What follows belongs to an exercise in optimizing a design on an open flow for small area; a production flow would make more cautious choices.
The RTL was checked by simulation tests, not by an equivalence proof against the original design.
Power and IR drop assume default switching activity.

$ cat flow/design.v
package dpMemPkg;
  localparam int addrBits = 4;
  localparam int dataBits = 16;
  localparam int memDepth = 16;
  localparam int cntBits = 8;
  typedef struct packed {
    logic                valid;
    logic [addrBits-1:0] addr;
    logic [dataBits-1:0] data;
  } wrReq_t;
  typedef struct packed {
    logic                valid;
    logic [addrBits-1:0] addr;
  } rdReq_t;
  typedef struct packed {
    logic [dataBits-1:0] data;
    logic                poisoned;
  } rdRsp_t;
  typedef enum logic [1:0] {
    psIdle,
    psAccess,
    psReadWait
  } portState_t;
endpackage
`timescale 1ns/1ps
module apbMemPort (
  input  logic                             WEb,
  input  logic                             rstN,
  input  logic                             psel,
  input  logic                             penable,
  input  logic                             pwrite,
  input  logic [dpMemPkg::addrBits-1:0]    paddr,
  input  logic [dpMemPkg::dataBits-1:0]    pwdata,
  output logic [dpMemPkg::dataBits-1:0]    prdata,
  output logic                             pready,
  output logic                             pslverr,
  output dpMemPkg::wrReq_t                 wrReq,
  output dpMemPkg::rdReq_t                 rdReq,
  input  logic                             collide,
  input  dpMemPkg::rdRsp_t                 rdRsp
);
  dpMemPkg::portState_t               state;
  dpMemPkg::portState_t               stateNext;
  logic [dpMemPkg::addrBits-1:0]      setupAddr;
  logic                               rdBad;
  logic                               setupNow;
  logic                               accessNow;
  logic                               addrStable;
  logic                               inAccess;
  logic                               inReadWait;
  logic                               rdErr;
  assign setupNow   = psel && !penable;
  assign accessNow  = psel && penable;
  assign inAccess   = (state == dpMemPkg::psAccess) && accessNow;
  assign inReadWait = (state == dpMemPkg::psReadWait) && accessNow;
  assign addrStable = (paddr == setupAddr);
  always_comb
  begin
    stateNext = state;
    case (state)
      dpMemPkg::psIdle:
      begin
        if (setupNow)
        begin
          stateNext = dpMemPkg::psAccess;
        end
      end
      dpMemPkg::psAccess:
      begin
        if (!psel)
        begin
          stateNext = dpMemPkg::psIdle;
        end
        else if (penable)
        begin
          stateNext = pwrite ? dpMemPkg::psIdle : dpMemPkg::psReadWait;
        end
      end
      dpMemPkg::psReadWait:
      begin
        stateNext = dpMemPkg::psIdle;
      end
      default:
      begin
        stateNext = dpMemPkg::psIdle;
      end
    endcase
  end
  always_ff @(posedge WEb or negedge rstN)
  begin
    if (!rstN)
    begin
      state <= dpMemPkg::psIdle;
      rdBad <= 1'b0;
    end
    else
    begin
      state <= stateNext;
      if (inAccess && !pwrite)
      begin
        rdBad <= !addrStable;
      end
    end
  end
  always_ff @(posedge WEb)
  begin
    if (setupNow && (state != dpMemPkg::psReadWait))
    begin
      setupAddr <= paddr;
    end
  end
  always_comb
  begin
    wrReq.valid = inAccess && pwrite && addrStable;
    wrReq.addr  = paddr;
    wrReq.data  = pwdata;
    rdReq.valid = inAccess && !pwrite && addrStable;
    rdReq.addr  = paddr;
  end
  assign rdErr = rdBad || rdRsp.poisoned;
  assign prdata = (inReadWait && !rdErr) ? rdRsp.data : '0;
  assign pready = (inAccess && pwrite) || inReadWait;
  always_comb
  begin
    pslverr = 1'b0;
    if (inAccess && pwrite)
    begin
      pslverr = !addrStable || collide;
    end
    else if (inReadWait)
    begin
      pslverr = rdErr;
    end
  end
endmodule
`timescale 1ns/1ps
module memCore (
  input  logic                          WEb,
  input  logic                          rstN,
  input  dpMemPkg::wrReq_t              wrReqA,
  input  dpMemPkg::wrReq_t              wrReqB,
  input  dpMemPkg::rdReq_t              rdReqA,
  input  dpMemPkg::rdReq_t              rdReqB,
  output logic                          collideA,
  output logic                          collideB,
  output dpMemPkg::rdRsp_t              rdRspA,
  output dpMemPkg::rdRsp_t              rdRspB,
  output logic [dpMemPkg::cntBits-1:0]  collisionCount
);
  logic [dpMemPkg::dataBits-1:0] mem [dpMemPkg::memDepth];
  logic [dpMemPkg::memDepth-1:0] poison;
  logic                          collision;
  logic                          sameAddr;
  logic                          counterFull;
  assign sameAddr  = (wrReqA.addr == wrReqB.addr);
  assign collision = wrReqA.valid && wrReqB.valid && sameAddr;
  assign collideA = collision;
  assign collideB = collision;
  assign counterFull = (collisionCount == {dpMemPkg::cntBits{1'b1}});
  always_ff @(posedge WEb or negedge rstN)
  begin
    if (!rstN)
    begin
      for (int i = 0; i < dpMemPkg::memDepth; i++)
      begin
        mem[i] <= '0;
      end
      poison <= '0;
    end
    else if (collision)
    begin
      mem[wrReqA.addr]    <= '0;
      poison[wrReqA.addr] <= 1'b1;
    end
    else
    begin
      if (wrReqA.valid)
      begin
        mem[wrReqA.addr]    <= wrReqA.data;
        poison[wrReqA.addr] <= 1'b0;
      end
      if (wrReqB.valid)
      begin
        mem[wrReqB.addr]    <= wrReqB.data;
        poison[wrReqB.addr] <= 1'b0;
      end
    end
  end
  always_ff @(posedge WEb)
  begin
    if (rdReqA.valid)
    begin
      rdRspA.data     <= mem[rdReqA.addr];
      rdRspA.poisoned <= poison[rdReqA.addr];
    end
  end
  always_ff @(posedge WEb)
  begin
    if (rdReqB.valid)
    begin
      rdRspB.data     <= mem[rdReqB.addr];
      rdRspB.poisoned <= poison[rdReqB.addr];
    end
  end
  always_ff @(posedge WEb or negedge rstN)
  begin
    if (!rstN)
    begin
      collisionCount <= '0;
    end
    else if (collision && !counterFull)
    begin
      collisionCount <= collisionCount + 1'b1;
    end
  end
endmodule
`timescale 1ns/1ps
module dualPortMem (
  input  logic                          WEb,
  input  logic                          rstN,
  input  logic                          pselA,
  input  logic                          penableA,
  input  logic                          pwriteA,
  input  logic [dpMemPkg::addrBits-1:0] paddrA,
  input  logic [dpMemPkg::dataBits-1:0] pwdataA,
  output logic [dpMemPkg::dataBits-1:0] prdataA,
  output logic                          preadyA,
  output logic                          pslverrA,
  input  logic                          pselB,
  input  logic                          penableB,
  input  logic                          pwriteB,
  input  logic [dpMemPkg::addrBits-1:0] paddrB,
  input  logic [dpMemPkg::dataBits-1:0] pwdataB,
  output logic [dpMemPkg::dataBits-1:0] prdataB,
  output logic                          preadyB,
  output logic                          pslverrB,
  output logic [dpMemPkg::cntBits-1:0]  collisionCount
);
  dpMemPkg::wrReq_t wrReqA;
  dpMemPkg::wrReq_t wrReqB;
  dpMemPkg::rdReq_t rdReqA;
  dpMemPkg::rdReq_t rdReqB;
  dpMemPkg::rdRsp_t rdRspA;
  dpMemPkg::rdRsp_t rdRspB;
  logic             collideA;
  logic             collideB;
  apbMemPort portA (
    .WEb     (WEb),
    .rstN    (rstN),
    .psel    (pselA),
    .penable (penableA),
    .pwrite  (pwriteA),
    .paddr   (paddrA),
    .pwdata  (pwdataA),
    .prdata  (prdataA),
    .pready  (preadyA),
    .pslverr (pslverrA),
    .wrReq   (wrReqA),
    .rdReq   (rdReqA),
    .collide (collideA),
    .rdRsp   (rdRspA)
  );
  apbMemPort portB (
    .WEb     (WEb),
    .rstN    (rstN),
    .psel    (pselB),
    .penable (penableB),
    .pwrite  (pwriteB),
    .paddr   (paddrB),
    .pwdata  (pwdataB),
    .prdata  (prdataB),
    .pready  (preadyB),
    .pslverr (pslverrB),
    .wrReq   (wrReqB),
    .rdReq   (rdReqB),
    .collide (collideB),
    .rdRsp   (rdRspB)
  );
  memCore core (
    .WEb            (WEb),
    .rstN           (rstN),
    .wrReqA         (wrReqA),
    .wrReqB         (wrReqB),
    .rdReqA         (rdReqA),
    .rdReqB         (rdReqB),
    .collideA       (collideA),
    .collideB       (collideB),
    .rdRspA         (rdRspA),
    .rdRspB         (rdRspB),
    .collisionCount (collisionCount)
  );
endmodule
$ cat flow/run.sh
#!/bin/bash
# synth_recipe.tcl (not shown) runs the flow's synth.tcl, then flattens the netlist and writes it again
# the make line also repeats each setting of config.mk as NAME=value (left out here)
make -C /OpenROAD-flow-scripts/flow DESIGN_CONFIG=/design/flow/config.mk WORK_HOME=/design/flow/orfs CLKGATE_MAP_FILE= SYNTH_SCRIPT=/design/flow/synth_recipe.tcl finish
$ cat flow/config.mk
export PLATFORM = sky130hd
export DESIGN_NAME = dualPortMem
export DESIGN_NICKNAME = dualPortMem
export VERILOG_FILES = /design/flow/design.v
export SDC_FILE = /design/flow/constraint.sdc
export NUM_CORES = 4
export LEC_CHECK = 0
export CAP_MARGIN = 20
export CORE_MARGIN = 2
export CORE_UTILIZATION = 40
export SLEW_MARGIN = 20
$ cat flow/constraint.sdc
create_clock -name core_clock -period 5.0 [get_ports {WEb}]
set_input_delay 1.0000 -clock core_clock [delete_from_list [all_inputs] [get_ports {WEb}]]
set_output_delay 1.0000 -clock core_clock [all_outputs]
set_load 0.01 [all_outputs]
==> run summary <==
-- registers in the layout (all words and copies together), names as in the netlist --
name	flops
portA.setupAddr	4
portA.state	2
core.poison	16
portA.rdBad	1
core.rdRspB	17
portB.setupAddr	4
core.collisionCount	8
core.rdRspA	17
portB.state	2
core.mem	256
portB.rdBad	1
-- per-stage QoR --
stage / power (mW) / cells / util, % / hold WS, ns / setup slack (ns)
after global placement: 3.48 / 2879 / 43.8 / 0.427 / 0.642
after detailed placement: 3.48 / 2879 / 43.8 / 0.440 / 0.631
final: 6.87 / 2962 / 46.7 / 0.406 / 0.573
after CTS: 6.84 / 2958 / 46.7 / 0.448 / 0.625
after floorplan: 3.11 / 2253 / - / 0.411 / 1.14
after global routing: 7.01 / 2961 / 46.7 / 0.464 / 0.466
-- layout by cell type, fill, tap and decap left out, types with 30 or more instances in the layout --
master / count
dfrtp_1: 286
buf_4: 142
and3_1: 141
o21ai_0: 139
a221o_1: 116
a31oi_1: 107
nand2_1: 93
nor4_1: 89
clkdlybuf4s50_1: 86
nand3_1: 82
o2bb2ai_1: 81
nor2_1: 61
a211oi_1: 61
a22oi_1: 46
a21boi_0: 46
clkbuf_16: 45
a22o_1: 44
edfxtp_1: 42
a21oi_1: 38
and2_1: 38
nand4_1: 38
a221oi_1: 34
a222oi_1: 30
-- layout make-up --
type	count	area (µm²)	area share, %
inverter	27	101	0.413
tap	688	861	3.50
antenna	3	7.51	0.0306
multi-input combinational	1595	11500	46.9
clock buffer	60	1220	4.98
timing repair buffer	242	2160	8.78
sequential	328	8420	34.3
clock inverter	19	280	1.14
-- critical path: stages --
cell and delay [ns]:
clkdlybuf4s50_1 0.70, xnor2_1 0.33, and4_1 0.44, a311oi_4 0.19, a21oi_1 0.19, clkdlybuf4s50_1 0.57
-- cell families (layout without fill, tap and decap cells) --
family,after synthesis,count (layout)
AO/OA/AOI/OAI,886,886
adder cells (fa/ha/maj),12,12
buffers and inverters,330,348
XOR/XNOR,22,22
AND/OR/NAND/NOR,622,622
other,0,3
flip-flops,328,328
multiplexers,53,53
-- worst paths after layout --
| check | startpoint | to | slack (ns) |
|---|---|---|---|
| max in group asynchronous | rstN | core.mem[2][10]$_DFFE_PN0P_ | 3.40 |
| setup reg to reg | portA.setupAddr[3]$_DFFE_PP_ | core.mem[12][9]$_DFFE_PN0P_ | 1.64 |
| hold reg to reg | portB.state[1]$_DFFE_PN0P_ | portB.state[0]$_DFFE_PN0P_ | 0.45 |
| min in group core_clock | portB.state[1]$_DFFE_PN0P_ | portB.state[0]$_DFFE_PN0P_ | 0.45 |
| setup / recovery | paddrB[0] | pslverrB | 0.57 |
| hold / removal | rstN | core.mem[14][4]$_DFFE_PN0P_ | 0.41 |
-- layer usage --
layer  vias to the layer above  GRT usage (%)  wire length [µm]
li1                       9025              -                 -
met1                     11300           56.8             45100
met2                      1970           53.8             44000
met3                       290           14.9             16800
met4                         0           14.3              4310
met5                         -              0                 0
-- power breakdown --
group	internal [mW]	total (mW)	switching [mW]	leakage (nW)
clock	2.07	3.40	1.33	0.741
combinational	0.174	0.687	0.513	5.04
sequential	2.74	2.79	0.0477	4.35
total	4.98	6.87	1.89	10.1
==> flow_metrics.env <==
export IMPL_finalSetupViolCount=0
export IMPL_grt_use_total_pct=39.6
export IMPL_dieArea_um2=55000
export IMPL_synthArstFlopShare_pct=87.2
export IMPL_path_max_fanout=10
export IMPL_dpl_hpwl_um=76700
export IMPL_drc=0
export IMPL_synth_warnings=3
export IMPL_cts_tree="done"
export IMPL_synth_cells=2253
export IMPL_synth_cell_types=76
export IMPL_synthXorXnorAreaFrac_pct=0.906
export IMPL_post_route_min_period_ns=4.43
export IMPL_synth_compound_gate_area_share_pct=32.3
export IMPL_synth_top_area_share_pct=33.7
export IMPL_cts_buffers=43
export IMPL_syn_area_um2=21300
export IMPL_coreArea_um2=52600
export IMPL_drt_iter0_markers=4075
export IMPL_finalMaxSlewViolations=0
export IMPL_die_width_um=235
export IMPL_maxCapViolations=0
export IMPL_synth_area_top_cells="dfrtp_1, edfxtp_1, a221o_1"
export IMPL_status="timing/DRC/antenna clean"
export IMPL_synth_top_family_by_area="compound AO/OA/AOI/OAI gates"
export IMPL_synth_common_cells="dfrtp_1, clkbuf_1, and3_1"
export IMPL_area_delta_synth_final_pct=15.6
export IMPL_clkTransAtPathRegs_ns=0.06
export IMPL_start_util_pct=40.5
export IMPL_vias=22500
export IMPL_synth_simple_area_share_pct=16.6
export IMPL_postCtsSetupBuffers=0
export IMPL_cts_buffer_depth=3
export IMPL_cts_sinks=328
export IMPL_yosysMostFrequentCell="dfrtp_1"
export IMPL_arrival_ns=3.43
export IMPL_nets=2297
export IMPL_synth_edf_count=42
export IMPL_hold_path_class="in -> async"
export IMPL_htreeDepth=2
export IMPL_rsz0062_at_grt="no"
export IMPL_grt_first_pass_wirelength_um=158000
export IMPL_cts_root_buf="clkbuf_16"
export IMPL_required_ns=4.00
export IMPL_fin_skew_ns=0.0217
export IMPL_grt_max_degree=121
export IMPL_synth_area_per_cell_um2=9.43
export IMPL_startpoint_type="input port"
export IMPL_placed_cell_area_um2=23000
export IMPL_synth_top_area_cell="dfrtp_1"
export IMPL_tightestPinTransition_ns=1.23
export IMPL_ys_ff_latch=328
export IMPL_layout_drive_gt1_share_pct=12.8
export IMPL_place_gp_congestion=1.03
export IMPL_antenna_found_initial=3
export IMPL_insertion_delay_ns=0.58
export IMPL_fillers=4906
export IMPL_ys_flop_type="dfrtp_1"
export IMPL_holdBufCountCts=0
export IMPL_synthAdderAreaFrac_pct=0.706
export IMPL_grt_pass1_vias=20900
export IMPL_criticalPathCategory="in -> out"
export IMPL_route_detailed_wl_per_inst_um=37.2
export IMPL_period_share_pct=88.5
export IMPL_yosysSeqAreaShare_pct=39.6
export IMPL_pin_count=92
export IMPL_die_height_um=235
export IMPL_ir_drop_mv=0.218
export IMPL_avgViaCountPerCell=7.61
export IMPL_leakage_nw=10.1
export IMPL_ctsResizeCount=0
export IMPL_gr_total_overflow=0
export IMPL_power_density_nw_per_um2=280
export IMPL_portBuffers=91
export IMPL_synth_area_mux_share_pct=3.29
export IMPL_routed_wl_um=110000
export IMPL_fp_row_count=84
export IMPL_synth_fp_nets=2313
export IMPL_ant_nets=0
export IMPL_hold_viol=0
export IMPL_cp_end_kind="output pin"
export IMPL_max_slew_margin_pct=17.9
export IMPL_r2r_cells=7
export IMPL_dr_pass1_iters=8
export IMPL_post_route_cell_area_um2=24600
export IMPL_fmax_mhz=226
export IMPL_setup_tns_ns=0

## separate check: timing with driven ports
In the flow no input, the clock included, has a driving cell. The finished layout below was timed again as built, in two steps. Step 1 sets driving cells, clkbuf_16 on the clock port and buf_2 on the other inputs (assumed; they add their load-dependent delay and slew). Step 2 moves the port delays by t, midway between the first and last clock arrival at a register: inputs arrive t later, outputs are due t later. That takes back most of the time a late clock gives input paths. Slacks: no drivers / after step 1 / after step 2; pairs: no drivers / after step 1.
t (ns): 0.636
setup slack, ns: 0.573 / 0.551 / 0.495
clock arrival spread, ns: 0.027 / 0.026
worst register clock-pin slew, ns: 0.07 / 0.07
worst slew at a driven data input, ns: 0.07
After both steps this run still meets setup and hold. For this run, drivers alone change the setup slack by -0.022 ns; drivers and shift together by -0.078 ns.
